Context: an optimization exercise on an open-source flow, tuned for small area. The choices shown serve that exercise and are no tape-out recipe. RTL that was checked went through simulation tests only; none was proved equivalent to the original. Power is estimated from default activity; no workload was simulated.

Setup of run A:
// gpr_hilo_wb
module gpr_hilo_wb #(
    parameter int NUM_REGS = 32,
    parameter int CNT_W    = 32
) (
    input  logic             clk,
    input  logic             rst,
    input  logic             wb_wreg,
    input  logic [4:0]       wb_wd,
    input  logic [31:0]      wb_wdata,
    input  logic             wb_whilo,
    input  logic [31:0]      wb_hi,
    input  logic [31:0]      wb_lo,
    input  logic             re1,
    input  logic [4:0]       raddr1,
    output logic [31:0]      rdata1,
    input  logic             re2,
    input  logic [4:0]       raddr2,
    output logic [31:0]      rdata2,
    output logic [31:0]      hi_o,
    output logic [31:0]      lo_o,
    output logic [CNT_W-1:0] retire_cnt
);
    logic [31:0]         regs [1:NUM_REGS-1];
    logic [NUM_REGS-1:1] valid;
    logic [NUM_REGS-1:1] we;
    logic [NUM_REGS-1:1] rd_ok;
    logic [31:0]         sel1, sel2;
    logic                hilo_valid;
    logic [31:0]         hi_q, lo_q;
    logic [31:0]         hi_m, lo_m;
    always_comb begin
        for (int i = 1; i < NUM_REGS; i++) begin
            we[i] = wb_wreg && (wb_wd == i[4:0]);
        end
    end
    always_ff @(posedge clk) begin
        for (int i = 1; i < NUM_REGS; i++) begin
            if (we[i]) regs[i] <= wb_wdata;
        end
    end
    always_ff @(posedge clk or negedge rst) begin
        if (!rst) valid <= '0;
        else      valid <= valid | we;
    end
    always_ff @(posedge clk or negedge rst) begin
  ...
clock: 7.0 ns
lec_check: 0
cap_margin: 20
core_margin: 2
core_utilization: 30
place_density: 0.45
setup_slack_margin: 0.2
slew_margin: 20
synth_hierarchical: 1
run.sh (not shown) runs the stock make flow with config.mk's settings and CLKGATE_MAP_FILE= SYNTH_SCRIPT=/design/flow/synth_recipe.tcl, a recipe that flattens the netlist after the stock synthesis.
No stage failed in run A, and the final checks on the layout all came back clean.
Modified inputs, run B compared to run A
Settings: CAP_MARGIN changed from 20 to 0; SLEW_MARGIN changed from 20 to 0; SETUP_SLACK_MARGIN changed from 0.2 to 0.
==> flow/flow/run.sh (new file) <==
#!/bin/bash
# Standard ORFS layout with two changes: ports are buffered with the smallest
# buffer, and clock tree synthesis uses larger sink clusters of mid-size
# clock buffers without dummy loads. Each tool's output goes to its own log
# (ORFS also keeps per-step logs under orfs/logs/).
set -euo pipefail
export BUFFER_PORTS_ARGS="-buffer_cell sky130_fd_sc_hd__buf_1"
export CTS_ARGS="-sink_clustering_enable -repair_clock_nets -dont_use_dummy_load -buf_list sky130_fd_sc_hd__clkbuf_8 -sink_clustering_size 16 -sink_clustering_max_diameter 50"
bash standard.sh finish > standard_flow.log 2>&1
==> flow/standard.sh (new file) <==
#!/bin/bash
# synth_recipe.tcl (not shown) runs the flow's synth.tcl, then flattens the netlist and writes it again
# the make line also repeats each setting of config.mk as NAME=value (left out here)
make -C /OpenROAD-flow-scripts/flow DESIGN_CONFIG=/design/flow/config.mk WORK_HOME=/design/flow/orfs CLKGATE_MAP_FILE= SYNTH_SCRIPT=/design/flow/synth_recipe.tcl "${@:-finish}"
removed: flow/run.sh
## What came out
The switching share of total power in run B sits 0.55 points above the value recorded for run A. Routed wire length, run B vs run A: up by a few percent. The run showing the greater post-layout instance count excluding filler cells is run A. Run B ended up with sky130_fd_sc_hd__a222oi_1 as its slowest library cell on the worst path; run A ended up with sky130_fd_sc_hd__clkdlybuf4s50_1. [run B] smallest setup slack after layout rose 0.23 ns relative to run A. When run B is measured against run A, its total power turns out 2.7 mW lower.
Function was not checked in any run of this note: the RTL went through the layout flow alone.

* * *

job 2773:
gpr_hilo_wb, a different RTL version from the one above (not shown whole).
Size: ~2,600 cells after synthesis, about 1,100 flip-flops, ~44,000 um2 of cells after synthesis.
clock: 7.0 ns
lec_check: 0
cap_margin: 5
core_margin: 2
core_utilization: 40
gpl_timing_driven: 0
place_density: 0.55
setup_slack_margin: 0
slew_margin: 5
synth_hierarchical: 1
standard.sh (not shown) runs the stock make flow with config.mk's settings and CLKGATE_MAP_FILE= SYNTH_SCRIPT=/design/flow/synth_recipe.tcl, a recipe that flattens the netlist after the stock synthesis.
==> flow/flow/run.sh <==
#!/bin/bash
# Standard ORFS layout with these changes: ports are buffered with the
# smallest buffer; before repair_design, each high-fanout net's driver is
# replaced by a stronger cell of the same function; clock tree synthesis
# uses larger sink clusters of mid-size clock buffers without dummy loads.
# ORFS keeps each step's full log under orfs/logs/; make's output goes to
# standard_flow.log.
set -euo pipefail
here=$(pwd)
export BUFFER_PORTS_ARGS="-buffer_cell sky130_fd_sc_hd__buf_1"
export PRE_GLOBAL_PLACE_TCL="$here/flow/pre_gpl.tcl"
export PRE_RESIZE_TCL="$here/flow/upsize_hf.tcl"
export CTS_ARGS="-sink_clustering_enable -repair_clock_nets -dont_use_dummy_load -buf_list sky130_fd_sc_hd__clkbuf_8 -sink_clustering_size 18 -sink_clustering_max_diameter 60"
bash standard.sh finish > standard_flow.log 2>&1
==> flow/flow/pre_gpl.tcl <==
# Remove synthesis buffers before placement, as the standard flow does when
# placement is timing-driven.
remove_buffers
==> flow/flow/upsize_hf.tcl <==
# Drive each high-fanout net from one stronger cell of the same function
# (a drive-strength change only), instead of leaving repair_design to add
# buffer trees after a weak driver.
set upsized 0
foreach net [get_nets *] {
  set loads [get_pins -quiet -of_objects $net -filter "direction == input"]
  set n [llength $loads]
  if { $n < 12 } { continue }
  set drv [get_pins -quiet -of_objects $net -filter "direction == output"]
  if { [llength $drv] != 1 } { continue }
  set inst [get_cells -of_objects $drv]
  set master [get_property $inst ref_name]
  if { [regexp {__(df|edf|sdf|dl|clk|conb)} $master] } { continue }
  if { ![regexp {^(sky130_fd_sc_hd__\w+)_(\d+)$} $master -> base ds] } { continue }
  if { $n >= 24 } { set want {4 2} } else { set want {2} }
  foreach s $want {
    if { $s <= $ds } { break }
    set lc [get_lib_cells -quiet "*/${base}_$s"]
    if { [llength $lc] == 1 } {
      replace_cell $inst $lc
      incr upsized
      break
    }
  }
}
puts "upsize_hf: upsized $upsized high-fanout drivers"
Input changes introduced in job 1866 (baseline for comparison: job 2773):
Settings: CORE_UTILIZATION: 40 -> 45; PLACE_DENSITY: 0.55 -> 0.6.
==> flow/flow/run.sh <==
#!/bin/bash
# Standard ORFS layout with these changes: ports are buffered with the
# smallest buffer; before repair_design, each high-fanout net's driver is
# replaced by a stronger cell of the same function (NOR gates excepted); clock tree synthesis
# uses larger sink clusters of mid-size clock buffers without dummy loads.
# ORFS keeps each step's full log under orfs/logs/; make's output goes to
# standard_flow.log.
set -euo pipefail
here=$(pwd)
export BUFFER_PORTS_ARGS="-buffer_cell sky130_fd_sc_hd__buf_1"
export PRE_GLOBAL_PLACE_TCL="$here/flow/pre_gpl.tcl"
export PRE_RESIZE_TCL="$here/flow/upsize_hf.tcl"
export CTS_ARGS="-sink_clustering_enable -repair_clock_nets -dont_use_dummy_load -buf_list sky130_fd_sc_hd__clkbuf_8 -sink_clustering_size 18 -sink_clustering_max_diameter 72"
bash standard.sh finish > standard_flow.log 2>&1
-- flow/flow/upsize_hf.tcl --
<<< job 2773, line 12
  set master [get_property $inst ref_name]
  if { [regexp {__(df|edf|sdf|dl|clk|conb)} $master] } { continue }
  if { ![regexp {^(sky130_fd_sc_hd__\w+)_(\d+)$} $master -> base ds] } { continue }
  if { $n >= 24 } { set want {4 2} } else { set want {2} }
>>> job 1866, line 12
  set master [get_property $inst ref_name]
  if { [regexp {__(df|edf|sdf|dl|clk|conb)} $master] } { continue }
  # NOR-type cells drive large loads poorly even when upsized; leave those
  # nets to repair_design, which buffers them.
  if { [regexp {__nor} $master] } { continue }
  if { ![regexp {^(sky130_fd_sc_hd__\w+)_(\d+)$} $master -> base ds] } { continue }
  if { $n >= 24 } { set want {4 2} } else { set want {2} }
- The final worst setup slack in job 1866 was higher than what job 2773 gave.
- In the metrics for job 1866 and job 2773, the one carrying the lower placer's final routability congestion estimate is job 1866.
- | worst slew margin relative to its limit | job 1866 vs job 2773 | better |
- Fill cell total of the finished layout (job 2773 / job 1866): 1.19
- Job 1866 vs job 2773 — fraction of area in registers rose 0.30 points.
- In the tables for job 1866 and job 2773, data arrival time of the worst path reads higher with job 2773.
Input-level comparison between job 9779 and job 1866:
Settings: CORE_UTILIZATION now 40, was 45; PLACE_DENSITY now 0.55, was 0.6.
==> run notes <==
In summary, job 9779 completed successfully, with a layout that passed the timing, DRC and antenna checks. Setup WNS job 1866 -> job 9779: worse. On worst slack at placement, job 1866 loses to job 9779. Number of clock buffers in the layout, job 9779 and job 1866: higher on job 9779. Job 9779 gives more number of cell rows than job 1866 did. Diff job 1866 -> job 9779: number of global-route vias before repair shows no meaningful change, share of the clock period used by the worst path shows an increase of 1.1 points.

-- re-timing with driven ports --
How much do the figures lean on ideal ports? The routed layouts below were timed once more, with nothing changed but the port constraints. Step 1 (the two cells are an assumption about what drives the block):
set clk [get_ports {clk}]
set_driving_cell -lib_cell sky130_fd_sc_hd__clkbuf_16 $clk
set_driving_cell -lib_cell sky130_fd_sc_hd__buf_2 [delete_from_list [all_inputs] $clk]
Step 2 also shifts input and output timing later by t, the mid clock arrival at the registers, as if the neighbouring blocks saw the same clock. Slacks: ideal ports / drivers / drivers and shift; pairs: ideal ports / drivers.
run	t, ns	setup slack, ns	latest minus earliest clock arrival (ns)	worst data-port slew with drivers (ns)
run A	0.801	0.215 / 0.169 / 0.169	0.063 / 0.063	0.08
run B	0.909	0.441 / 0.397 / 0.397	0.125 / 0.124	0.12
job 2773	0.826	0.218 / 0.179 / 0.179	0.105 / 0.105	0.08
job 1866	0.790	0.273 / 0.232 / 0.232	0.063 / 0.063	0.07
job 9779	0.804	0.194 / 0.156 / 0.156	0.096 / 0.095	0.09
After both steps every run listed still meets setup and hold. For run A, which loses most, drivers alone change the setup slack by -0.046 ns; drivers and shift together by -0.046 ns.
